What follows belongs to an exercise in optimizing a design on an open flow for small area and a short achievable clock period; a production flow would make more cautious choices. Function was checked by simulation only, so behaviour that the tests miss may differ from the original. No activity file was given, so power comes from the tool's default toggle rates.

Design rename_top, start of the top module:
module rename_top (
    input  logic      clk,
    input  logic      rst,
    input  logic      rename_valid,
    input  logic [$clog2(32)-1:0] rs1_arch,
    input  logic [$clog2(32)-1:0] rs2_arch,
    input  logic [$clog2(32)-1:0] rd_arch,
    input  logic      complete_valid,
    input  logic [$clog2(16)-1:0]   complete_rob_id,
    input  logic      complete_mispredict,
    output logic      rename_ready,
    output logic [$clog2(64)-1:0]  rs1_phy,
    output logic [$clog2(64)-1:0]  rs2_phy,
    output logic [$clog2(64)-1:0]  rd_phy,
    output logic [$clog2(16)-1:0]   rob_id,
    output logic      retire_valid,
    output logic [$clog2(32)-1:0] retire_rd_arch,
    output logic [$clog2(64)-1:0]  retire_rd_phy,
    output logic      flush
);
    wire [$clog2(64)-1:0] fmap_q [32];
    wire [$clog2(64)-1:0] bmap_q [32];
    wire [64-1:0] free_q;
    wire [64-1:0] held_q;
    logic [64-1:0] free_d;
    logic [$clog2(64)-1:0] alloc_q;
    logic avail_q;
    logic ready_q;
  ...
Size in the first run: ~740 flip-flops, roughly 60 I/O pins.
export LEC_CHECK = 0
export CAP_MARGIN = 20
export CELL_PAD_IN_SITES_DETAIL_PLACEMENT = 1
export CELL_PAD_IN_SITES_GLOBAL_PLACEMENT = 2
export CORE_MARGIN = 2
export CORE_UTILIZATION = 35
export CTS_BUF_LIST = sky130_fd_sc_hd__clkbuf_16
export CTS_CLUSTER_DIAMETER = 100
export CTS_CLUSTER_SIZE = 20
export PLACE_DENSITY = 0.85
export SETUP_SLACK_MARGIN = 1.8
export SLEW_MARGIN = 20
create_clock -name core_clock -period 6.0 [get_ports {clk}]
run.sh (not shown) runs the stock make flow with config.mk's settings and CLKGATE_MAP_FILE= SYNTH_SCRIPT=/design/flow/synth_recipe.tcl, a recipe that flattens the netlist after the stock synthesis.
==> next run, changes <==
CORE_UTILIZATION = 25   (was 35)
CTS_BUF_LIST = sky130_fd_sc_hd__clkbuf_8   (was sky130_fd_sc_hd__clkbuf_16)
CTS_CLUSTER_DIAMETER = 80   (was 100)
CTS_CLUSTER_SIZE = 15   (was 20)
Result: Non-clock buffer count goes down by 19. Routed wire length goes up by 5.2%. Synthesized area is unchanged.
==> next run, changes <==
ABC_AREA = 1   (was unset)
CTS_BUF_LIST = unset   (was sky130_fd_sc_hd__clkbuf_8)
CTS_CLUSTER_DIAMETER = unset   (was 80)
CTS_CLUSTER_SIZE = unset   (was 15)
PLACE_DENSITY = 0.45   (was 0.85)
SETUP_SLACK_MARGIN = 2.0   (was 1.8)
Worst setup slack degrades by 1500 ps.
Global-route usage rose by 2.1 points.
Non-clock buffer count rose by 244.
Worst hold slack degrades by 40 ps.
Power rose by 25%.
Design area rose by 15%.
Clock power rose by 110%.
Combinational power rose by about 50%.
==> next run, changes <==
ABC_AREA = unset   (was 1)
CTS_BUF_LIST = sky130_fd_sc_hd__clkbuf_16   (was unset)
CTS_CLUSTER_DIAMETER = 100   (was unset)
CTS_CLUSTER_SIZE = 20   (was unset)
GPL_ROUTABILITY_DRIVEN = 0   (was unset)
SETUP_SLACK_MARGIN = 1.8   (was 2.0)
Final area drops by roughly a tenth; total power drops by roughly a tenth; critical path depth drops by 39; setup slack gains 1500 ps; fmax climbs by a quarter to a third; clock power drops by a quarter to a third; synthesized cell count drops by a quarter to a third; combinational power drops by a quarter to a third; hold slack gains 43 ps; core utilization drops by 3.8 points.
==> next run, changes <==
CORE_UTILIZATION = 45   (was 25)
GPL_ROUTABILITY_DRIVEN = unset   (was 0)
PLACE_DENSITY = 0.8   (was 0.45)
Outcome: Clock power fell by about a fifth; sequential share of layout area is higher by 1.7 points; area after synthesis does not change; total power shrinks by a few percent; non-clock buffer count came out lower by 14; worst setup slack gets worse by 25 ps; core utilization goes up by 21 points.

== v9 ==
The RTL this note starts from:
==> flow/design.v <==
`timescale 1ns/1ps
module rename_top (
    input  logic      clk,
    input  logic      rst,
    input  logic      rename_valid,
    input  logic [$clog2(32)-1:0] rs1_arch,
    input  logic [$clog2(32)-1:0] rs2_arch,
    input  logic [$clog2(32)-1:0] rd_arch,
    input  logic      complete_valid,
    input  logic [$clog2(16)-1:0]   complete_rob_id,
    input  logic      complete_mispredict,
    output logic      rename_ready,
    output logic [$clog2(64)-1:0]  rs1_phy,
    output logic [$clog2(64)-1:0]  rs2_phy,
    output logic [$clog2(64)-1:0]  rd_phy,
    output logic [$clog2(16)-1:0]   rob_id,
    output logic      retire_valid,
    output logic [$clog2(32)-1:0] retire_rd_arch,
    output logic [$clog2(64)-1:0]  retire_rd_phy,
    output logic      flush
);
    wire [$clog2(64)-1:0] fmap_q [32];
    wire [$clog2(64)-1:0] bmap_q [32];
    wire [64-1:0] free_q;
    wire [64-1:0] held_q;
    logic [64-1:0] free_d;
    logic [$clog2(64)-1:0] alloc_q;
    logic avail_q;
    logic ready_q;
    logic [$clog2(16):0] head_q;
    logic [$clog2(16):0] tail_q;
    logic [$clog2(32)-1:0] ent_rd_arch [16];
    logic [$clog2(64)-1:0]  ent_new_phy [16];
    logic [16-1:0] ent_done;
    logic [16-1:0] ent_misp;
    logic retire_misp;
    logic [$clog2(64)-1:0] release_phy;
    assign fmap_q[0] = '0;
    assign bmap_q[0] = '0;
    assign free_q[0] = 1'b0;
    assign held_q[0] = 1'b1;
    assign free_d[0] = 1'b0;
    assign rs1_phy = fmap_q[rs1_arch];
    assign rs2_phy = fmap_q[rs2_arch];
    logic [$clog2(64)-1:0] alloc_d;
    logic [7:0] grp_any;
    logic [2:0] grp_idx [8];
    always_comb begin
        for (int g = 0; g < 8; g++) begin
            grp_any[g] = |free_d[g*8 +: 8];
            grp_idx[g] = '0;
            for (int j = 7; j >= 0; j--) begin
                if (free_d[g*8 + j]) grp_idx[g] = j[2:0];
            end
        end
        alloc_d = '0;
        for (int g = 7; g >= 0; g--) begin
            if (grp_any[g]) alloc_d = {g[2:0], grp_idx[g]};
        end
    end
    logic [64-1:0] lower_free;
    always_comb begin
        lower_free[0] = 1'b0;
        for (int i = 1; i < 64; i++) begin
            lower_free[i] = lower_free[i-1] | free_q[i-1];
        end
    end
    logic recovering, rename_fire, alloc_fire, pop;
    logic rd_nz;
    logic [$clog2(16)-1:0] head_slot, tail_slot;
    logic [$clog2(16):0] head_d, tail_d;
    logic full_d, retire_valid_d, retire_misp_d, flush_d;
    assign head_slot = head_q[$clog2(16)-1:0];
    assign tail_slot = tail_q[$clog2(16)-1:0];
    assign recovering = (retire_valid && retire_misp) || flush;
    assign rd_nz = (rd_arch != '0);
    assign rename_ready = ready_q && (avail_q || !rd_nz);
    assign rename_fire  = rename_valid && rename_ready;
    assign alloc_fire   = rename_valid && ready_q && avail_q && rd_nz;
    assign rd_phy = alloc_fire ? alloc_q : '0;
    assign rob_id = tail_slot;
    assign pop = (head_q != tail_q) && ent_done[head_slot] && !recovering;
    assign retire_valid_d = pop;
    assign retire_misp_d = pop && ent_misp[head_slot];
    assign flush_d = retire_valid && retire_misp;
    always_comb begin
        head_d = head_q;
        tail_d = tail_q;
        if (flush) begin
            head_d = tail_q;
        end else begin
            if (pop) head_d = head_q + 1'b1;
            if (rename_fire) tail_d = tail_q + 1'b1;
        end
    end
    assign full_d = (head_d[$clog2(16)-1:0] == tail_d[$clog2(16)-1:0]) &&
                    (head_d[$clog2(16)] != tail_d[$clog2(16)]);
    logic release_valid;
    assign release_valid = retire_valid && (retire_rd_arch != '0);
    for (genvar i = 1; i < 32; i++) begin : g_map
        logic [$clog2(64)-1:0] f_q, b_q;
        assign fmap_q[i] = f_q;
        assign bmap_q[i] = b_q;
        always_ff @(posedge clk or posedge rst) begin
            if (rst) begin
                f_q <= i[$clog2(64)-1:0];
            end else if (flush) begin
                f_q <= b_q;
            end else if (alloc_fire && (rd_arch == i[$clog2(32)-1:0])) begin
                f_q <= alloc_q;
            end
        end
        always_ff @(posedge clk or posedge rst) begin
            if (rst) begin
                b_q <= i[$clog2(64)-1:0];
            end else if (release_valid && (retire_rd_arch == i[$clog2(32)-1:0])) begin
                b_q <= retire_rd_phy;
            end
        end
    end
    for (genvar i = 1; i < 64; i++) begin : g_phy
        logic rel_hit, new_hit, fr_q, hd_q;
        assign free_q[i] = fr_q;
        assign held_q[i] = hd_q;
        assign rel_hit = release_valid && (release_phy == i[$clog2(64)-1:0]);
        assign new_hit = release_valid && (retire_rd_phy == i[$clog2(64)-1:0]);
        assign free_d[i] = flush ? !hd_q
                                 : ((fr_q && (!alloc_fire || lower_free[i])) || rel_hit);
        always_ff @(posedge clk or posedge rst) begin
            if (rst) begin
                fr_q <= (i >= 32);
                hd_q <= (i < 32);
            end else begin
                fr_q <= free_d[i];
                hd_q <= (hd_q && !rel_hit) || new_hit;
            end
        end
    end
    always_ff @(posedge clk or posedge rst) begin
        if (rst) begin
            head_q <= '0;
            tail_q <= '0;
            retire_valid <= 1'b0;
            retire_misp <= 1'b0;
            flush <= 1'b0;
            ready_q <= 1'b1;
            alloc_q <= 32;
            avail_q <= 1'b1;
        end else begin
            head_q <= head_d;
            tail_q <= tail_d;
            retire_valid <= retire_valid_d;
            retire_misp <= retire_misp_d;
            flush <= flush_d;
            ready_q <= !full_d && !(retire_valid_d && retire_misp_d) && !flush_d;
            alloc_q <= alloc_d;
            avail_q <= |free_d;
        end
    end
    always_ff @(posedge clk) begin
        if (complete_valid && !recovering) begin
            ent_done[complete_rob_id] <= 1'b1;
            ent_misp[complete_rob_id] <= complete_mispredict;
        end
        if (rename_fire) begin
            ent_done[tail_slot] <= 1'b0;
        end
    end
    always_ff @(posedge clk) begin
        if (rename_fire) begin
            ent_rd_arch[tail_slot] <= rd_arch;
            ent_new_phy[tail_slot] <= rd_phy;
        end
    end
    logic [$clog2(32)-1:0] head_arch;
    assign head_arch = ent_rd_arch[head_slot];
    always_ff @(posedge clk) begin
        retire_rd_arch <= head_arch;
        retire_rd_phy <= ent_new_phy[head_slot];
        if (release_valid && (retire_rd_arch == head_arch)) begin
            release_phy <= retire_rd_phy;
        end else begin
            release_phy <= bmap_q[head_arch];
        end
    end
endmodule
clock: 6.0 ns
lec_check: 0
cap_margin: 20
cell_pad_in_sites_detail_placement: 0
cell_pad_in_sites_global_placement: 0
core_margin: 2
core_utilization: 25
cts_buf_list: sky130_fd_sc_hd__clkbuf_16
cts_cluster_diameter: 100
cts_cluster_size: 20
place_density: 0.85
setup_slack_margin: 1.8
slew_margin: 20
v9 has completed all stages; timing, DRC and antenna checks passed.
--- input diff v9..v29 ---
- CTS_CLUSTER_SIZE now 30, was 20
- CELL_PAD_IN_SITES_DETAIL_PLACEMENT now 1, was 0
- CELL_PAD_IN_SITES_GLOBAL_PLACEMENT now 2, was 0
- CTS_BUF_LIST now sky130_fd_sc_hd__clkbuf_8, was sky130_fd_sc_hd__clkbuf_16
- PLACE_DENSITY now 0.45, was 0.85
- CTS_CLUSTER_DIAMETER no longer set, was 100
- SETUP_SLACK_MARGIN now 2.0, was 1.8
### Flow results
v29 ended up with a higher design area than v9 did.
Compared with v9, in v29 register-to-register slack increased by 380 ps relative to the old numbers; hold slack went down.
| clock group share of total power | lower: v9 |
Changes in v13 relative to v29:
- a change of SETUP_SLACK_MARGIN from 2.0 to 1.9
- a change of PLACE_DENSITY from 0.45 to 0.85
- a change of CTS_CLUSTER_SIZE from 30 to 20
- an added CTS_CLUSTER_DIAMETER of 100
- a change of CTS_BUF_LIST from sky130_fd_sc_hd__clkbuf_8 to sky130_fd_sc_hd__clkbuf_16
--- outcome ---
- From v29 to v13 the numbers moved as follows: area after detailed placement shows a reduction of 470 um2; post-route minimum period shows a reduction of 30 ps; utilization shows a reduction of 2.0 points.
- v13: PASS, flow complete, no timing, DRC or antenna violations
--- input diff v13..v41 ---
- changing SETUP_SLACK_MARGIN from 1.9 to 2.0
- changing PLACE_DENSITY from 0.85 to 0.45
Notes after the runs:
All of v41 and v13 finish clean.
Comparing v41 and v13, post-route worst setup slack is higher on v13.
Cmp v41 vs v13: footprint of the multi-input gates higher in v41
Going from v13 to v41, fmax has decreased; cell area increased 1500 um2; number of DRC markers in iteration 0 lower.
Compared with v13, v41 shows a higher post-layout net count.
Summary of the comparison: final critical-path share of the clock period is higher in v41, relative to v13.

[port drivers added, routing unchanged]
No port has a modelled driver above. Below, the same layouts with a new extraction and two added sets of constraints.
Step 1, drivers: a clkbuf_16 drives clk and a buf_2 each remaining input, both assumed.
Step 2 moves the port delays by t, midway between the first and last clock arrival at a register: inputs arrive t later, outputs are due t later. That takes back most of the time a late clock gives input paths.
Three values: no drivers, after step 1, after step 2; two values: the first two.
run | shift t [ns] | setup slack, ns | clock arrival spread, ns | slew at the worst register clock pin (ns)
the first run of note 1 | 0.703 | 1.807 / 1.716 / 1.297 | 0.039 / 0.039 | 0.10 / 0.10
the second run of note 1 | 0.826 | 1.802 / 1.762 / 1.283 | 0.042 / 0.043 | 0.11 / 0.11
the third run of note 1 | 0.795 | 0.286 / 0.286 / -0.378 | 0.028 / 0.028 | 0.07 / 0.07
the fourth run of note 1 | 0.748 | 1.771 / 1.744 / 1.285 | 0.033 / 0.032 | 0.11 / 0.11
the fifth run of note 1 | 0.706 | 1.746 / 1.695 / 1.155 | 0.056 / 0.056 | 0.10 / 0.10
v9 | 0.714 | 1.693 / 1.693 / 1.230 | 0.052 / 0.051 | 0.10 / 0.10
v29 | 0.930 | 1.816 / 1.762 / 1.231 | 0.082 / 0.082 | 0.07 / 0.07
v13 | 0.714 | 1.846 / 1.789 / 1.391 | 0.037 / 0.038 | 0.10 / 0.10
v41 | 0.768 | 1.800 / 1.753 / 1.382 | 0.069 / 0.069 | 0.11 / 0.11
With both steps, setup timing fails in the third run of note 1, where it was met with ideal ports. The setup slack of the third run of note 1, which loses most, moves by 0.000 ns with the drivers and by -0.664 ns with both steps.
